This design comes from an exercise in tuning for small area, a short achievable clock period and few clock cycles per item on the open sky130 flow, not from production work.
In this exercise RTL edits were held to simulation tests only and were not proved equivalent to the original.
No activity file was given, so power comes from the tool's default toggle rates.

## sierra
==> flow/design.v <==
module stream_minhash_sketcher #(
  parameter int unsigned SKETCH_SIZE         = 16,
  parameter int unsigned H1_WIDTH            = 32,
  parameter int unsigned H2_WIDTH            = 32,
  parameter int unsigned LOG2_NUM_OF_BUCKETS = 8,
  parameter int unsigned DEDUP               = 1,
  parameter int unsigned CNT_WIDTH           = 16
) (
  input  logic                                       clk,
  input  logic                                       reset_n,
  input  logic                                       in_valid,
  output logic                                       in_ready,
  input  logic [H1_WIDTH-1:0]                        in_h1,
  input  logic [H2_WIDTH-1:0]                        in_h2,
  input  logic                                       in_last,
  output logic                                       sketch_valid,
  input  logic                                       sketch_ready,
  output logic [SKETCH_SIZE*LOG2_NUM_OF_BUCKETS-1:0] sketch_bucket,
  output logic [SKETCH_SIZE*H1_WIDTH-1:0]            sketch_h1,
  output logic [$clog2(SKETCH_SIZE+1)-1:0]           sketch_count,
  output logic [CNT_WIDTH-1:0]                       kmer_count
);
  localparam int unsigned S  = SKETCH_SIZE;
  localparam int unsigned W  = H1_WIDTH;
  localparam int unsigned CW = $clog2(SKETCH_SIZE + 1);
  localparam int unsigned L  = LOG2_NUM_OF_BUCKETS;
  logic [W-1:0]         h1_q  [S];
  logic [L-1:0]         bkt_q [S];
  logic [S-1:0]         fill_q;    
  logic [CW-1:0]        count_q;
  logic [CNT_WIDTH-1:0] kmer_q;
  logic started;    
  logic rdy_q;      
  logic c_v;        
  logic c_last;     
  logic sv_q;       
  logic fp_q;       
  logic accept;
  assign accept = in_valid & rdy_q;
  always_ff @(posedge clk or negedge reset_n) begin
    if (!reset_n) begin
      started <= 1'b0;
      rdy_q   <= 1'b0;
      c_v     <= 1'b0;
      sv_q    <= 1'b0;
      fp_q    <= 1'b1;
    end else begin
      started <= 1'b1;
      rdy_q   <= (rdy_q & ~(in_valid & in_last)) | (sv_q & sketch_ready) | ~started;
      c_v     <= accept;
      sv_q    <= (c_v & c_last) | (sv_q & ~sketch_ready);
      if (c_v) fp_q <= c_last;
    end
  end
  logic [W-1:0] c_x;
  logic [L-1:0] c_b;
  logic [S-1:0] c_le;     
  logic         c_rej;    
  logic         c_fresh;  
  logic [S-1:0] cur_le;    
  logic         cur_ins;   
  assign cur_le  = c_fresh ? '0 : c_le;
  assign cur_ins = c_fresh | (~c_rej & ~c_le[S-1]);
  logic [S-1:0] le_n, eq_n, le_c;
  logic         e_n, eqe_n;
  assign e_n   = (c_x <= in_h1);
  assign eqe_n = (c_x == in_h1);
  always_comb begin
    for (int unsigned i = 0; i < S; i++) begin
      le_n[i] = fill_q[i] & ~c_fresh & (h1_q[i] <= in_h1);
      eq_n[i] = fill_q[i] & ~c_fresh & (h1_q[i] == in_h1);
    end
    for (int unsigned i = 0; i < S; i++) begin
      if (!cur_ins || cur_le[i])            le_c[i] = le_n[i];
      else if (i == 0 || cur_le[i-1])       le_c[i] = e_n;
      else                                  le_c[i] = le_n[i-1];
    end
  end
  logic fresh_n;
  assign fresh_n = c_v ? c_last : fp_q;
  always_ff @(posedge clk) begin
    c_x     <= in_h1;
    c_b     <= in_h2[L-1:0];
    c_last  <= in_last;
    c_le    <= le_c;
    c_fresh <= accept & fresh_n;
    c_rej   <= ~accept | ((DEDUP != 0) & ~fresh_n & (|eq_n | (cur_ins & eqe_n)));
  end
  logic ins;
  assign ins = ~c_rej & ~c_le[S-1];
  logic [S-1:0] sel_k, sel_x, sel_s;
  always_comb begin
    for (int unsigned i = 0; i < S; i++) begin
      logic below;   
      below    = (i == 0) ? 1'b1 : c_le[i-1];
      sel_k[i] = ~c_fresh & (c_rej | c_le[i]);
      sel_x[i] = c_fresh | (~c_rej & ~c_le[i] & below);
      sel_s[i] = ~c_fresh & ~c_rej & ~below;
    end
  end
  logic [W-1:0] xf;
  logic [L-1:0] bf;
  assign xf = c_x | {W{c_fresh}};
  assign bf = c_b & {L{~c_fresh}};
  always_ff @(posedge clk) begin
    h1_q[0]  <= ({W{sel_k[0]}} & h1_q[0])  | ({W{sel_x[0]}} & c_x);
    bkt_q[0] <= ({L{sel_k[0]}} & bkt_q[0]) | ({L{sel_x[0]}} & c_b);
    for (int unsigned i = 1; i < S; i++) begin
      h1_q[i]  <= ({W{sel_k[i]}} & h1_q[i])  | ({W{sel_x[i]}} & xf) | ({W{sel_s[i]}} & h1_q[i-1]);
      bkt_q[i] <= ({L{sel_k[i]}} & bkt_q[i]) | ({L{sel_x[i]}} & bf) | ({L{sel_s[i]}} & bkt_q[i-1]);
    end
  end
  logic count_inc, kmer_inc;
  assign count_inc = ins & ~fill_q[S-1];
  assign kmer_inc  = c_v & (kmer_q != '1);
  always_ff @(posedge clk) begin
    fill_q  <= c_fresh ? S'(1) : (count_inc ? {fill_q[S-2:0], 1'b1} : fill_q);
    count_q <= c_fresh ? CW'(1) : count_q + CW'(count_inc);
    kmer_q  <= c_fresh ? CNT_WIDTH'(1) : kmer_q + CNT_WIDTH'(kmer_inc);
  end
  for (genvar g = 0; g < S; g++) begin : g_pack
    assign sketch_h1[g*W +: W]     = h1_q[g];
    assign sketch_bucket[g*L +: L] = bkt_q[g];
  end
  assign in_ready     = rdy_q;
  assign sketch_valid = sv_q;
  assign sketch_count = count_q;
  assign kmer_count   = kmer_q;
endmodule
Settings: LEC_CHECK=0, ABC_AREA=1, CAP_MARGIN=20, CORE_MARGIN=2, CORE_UTILIZATION=40, PLACE_DENSITY=0.45, SETUP_SLACK_MARGIN=2.85, SLEW_MARGIN=20, TNS_END_PERCENT=5; clock period 5.0 ns.
standard.sh (not shown) runs the stock make flow with config.mk's settings and CLKGATE_MAP_FILE= SYNTH_SCRIPT=/design/flow/synth_recipe.tcl, a recipe that flattens the netlist after the stock synthesis.
==> flow/flow/run.sh <==
#!/bin/bash
# The standard layout (the standard.sh, with its standard synthesis), except that the
# port buffers are made from the smallest buffer cell, sky130_fd_sc_hd__buf_1, instead of
# the default choice. Every port still gets its own buffer.
set -euo pipefail
export BUFFER_PORTS_ARGS="-buffer_cell sky130_fd_sc_hd__buf_1"
bash standard.sh > standard.log 2>&1
sierra finished end to end and its layout was clean on timing, DRC and antenna.
Testbench counts of sierra, summed over its fixed seeds: cycles 218,182, items 216,574.
--- input diff sierra..garnet ---
Settings: SETUP_SLACK_MARGIN: 2.85 -> 2.7; PLACE_DENSITY: 0.45 -> unset.
Results
Per the comparison of garnet with sierra, global-route usage fell 1.0 points, portion of the clock cycle consumed by the worst path in the final layout climbed 2.7 points. The standard cells in garnet occupy less silicon area than those in sierra do. Reported for sierra and garnet, setup violation total in the final timing report turned out identical to the last digit. sierra reports its last element of the critical path as sketch_h1[36] while garnet reports sketch_h1[302].
Inputs modified between garnet and umber:
Settings: changing TNS_END_PERCENT from 5 to 12.
==> results.txt <==
Between garnet and umber, the total power consumption of the routed design figures differ only marginally. In the tables for umber and garnet, average detailed-routed wire length per instance reads higher with garnet. Diff umber and garnet: met3 track utilization from global routing lower in garnet. Final core area utilization came out lower on umber than on garnet. Compared with garnet, umber shows a post-route clock period utilization that is 1.1 points lower. Between garnet and umber, the flow reports number of design-rule violations left by the first detailed-router iteration decreasing slightly. Final standard cell area without fillers (lower): umber. On count of buffers added by post-CTS timing repair for setup, the lower figure sits with garnet, not umber. From garnet to umber, logic depth of the worst path, buffers included did not move at all.
Inputs modified between umber and juniper:
Settings: a change of SETUP_SLACK_MARGIN from 2.7 to 2.85; a change of TNS_END_PERCENT from 12 to 5.
==> results.txt <==
- Count of plain and timing-repair buffers in the layout up 3.3% in juniper wrt umber
- Against umber as the reference, juniper delivers a higher iteration count of the initial detailed-routing pass.
- Of juniper and umber, it is juniper that has the higher final setup slack of the worst path.
- As far as final setup skew is concerned, umber and juniper perform about the same.

========
T:
Another version of the RTL of stream_minhash_sketcher (not shown whole).
Size: roughly 5400 cells after synthesis, ~740 flip-flops, roughly 41000 um2 of cells after synthesis.
==> flow/design.v (excerpt) <==
module stream_minhash_sketcher #(
  parameter int unsigned SKETCH_SIZE         = 16,
  parameter int unsigned H1_WIDTH            = 32,
  parameter int unsigned H2_WIDTH            = 32,
  parameter int unsigned LOG2_NUM_OF_BUCKETS = 8,
  parameter int unsigned DEDUP               = 1,
  parameter int unsigned CNT_WIDTH           = 16
) (
  input  logic                                       clk,
  input  logic                                       reset_n,
  input  logic                                       in_valid,
  output logic                                       in_ready,
  input  logic [H1_WIDTH-1:0]                        in_h1,
  input  logic [H2_WIDTH-1:0]                        in_h2,
  input  logic                                       in_last,
  output logic                                       sketch_valid,
  input  logic                                       sketch_ready,
  output logic [SKETCH_SIZE*LOG2_NUM_OF_BUCKETS-1:0] sketch_bucket,
  output logic [SKETCH_SIZE*H1_WIDTH-1:0]            sketch_h1,
  output logic [$clog2(SKETCH_SIZE+1)-1:0]           sketch_count,
  output logic [CNT_WIDTH-1:0]                       kmer_count
);
clock: 5.0 ns
lec_check: 0
abc_area: 1
cap_margin: 20
core_margin: 2
core_utilization: 40
gpl_routability_driven: 0
setup_slack_margin: 2.85
slew_margin: 20
tns_end_percent: 5
Scripts as last shown in full above: flow/flow/run.sh
Testbench counts of T, summed over its fixed seeds: cycles 218,182, items 216,574.
Input-level comparison between S and T:
- removing GPL_ROUTABILITY_DRIVEN (formerly 0)
Notes after the runs:
- The final layout from S, which completed every stage, passed the timing, design-rule and antenna checks at the end of the flow.
- Diff T..S | total number of vias | unchanged
- Taking T as the reference, in S maximum frequency neither gained nor lost much; overflow left after global routing neither gained nor lost much; wire length on met3 neither gained nor lost much; share of cell area taken by multi-input logic gates neither gained nor lost much.
- Re met2 wirelength from detailed routing: no difference whatsoever between S and T.
- As far as sequential cell count goes, T and S are indistinguishable; the numbers are identical.
- Comparing S against T, there is no change at all in worst-case setup margin in the final layout.
- Summary of S over T: register bit total from synthesis ~0 delta, synthesized cell count stayed essentially flat.

==> what the ideal ports hide <==
The results above use ideal ports. As a check the final layouts listed here were re-extracted and re-timed, cells and wires unchanged. Step 1 (the two cells are an assumption about what drives the block):
set clk [get_ports {clk}]
set_driving_cell -lib_cell sky130_fd_sc_hd__clkbuf_16 $clk
set_driving_cell -lib_cell sky130_fd_sc_hd__buf_2 [delete_from_list [all_inputs] $clk]
Step 2, shift: input delay + t, output delay - t, t = (earliest + latest rising clock arrival at the registers) / 2. This alone moves slack from input paths to output paths. Slacks: ideal / step 1 / step 2; pairs: ideal / step 1.
| run | t (ns) | slack for setup (ns) | worst setup path after step 2 | latest minus earliest clock arrival (ns) | pins driven straight from the clock port |
|---|---|---|---|---|---|
| sierra | 0.751 | 2.593 / 2.520 / 1.875 | input to register | 0.025 / 0.024 | 1 |
| garnet | 0.768 | 2.458 / 2.384 / 1.872 | input to register | 0.022 / 0.022 | 1 |
| umber | 0.764 | 2.512 / 2.440 / 1.888 | input to register | 0.023 / 0.024 | 1 |
| juniper | 0.765 | 2.540 / 2.464 / 1.920 | input to register | 0.022 / 0.022 | 1 |
| T | 0.746 | 2.675 / 2.601 / 2.015 | input to register | 0.032 / 0.033 | 1 |
| S | 0.746 | 2.675 / 2.601 / 2.015 | input to register | 0.032 / 0.033 | 1 |
After both steps every run listed still meets setup and hold. For sierra, which loses most, drivers alone change the setup slack by -0.073 ns; drivers and shift together by -0.718 ns.
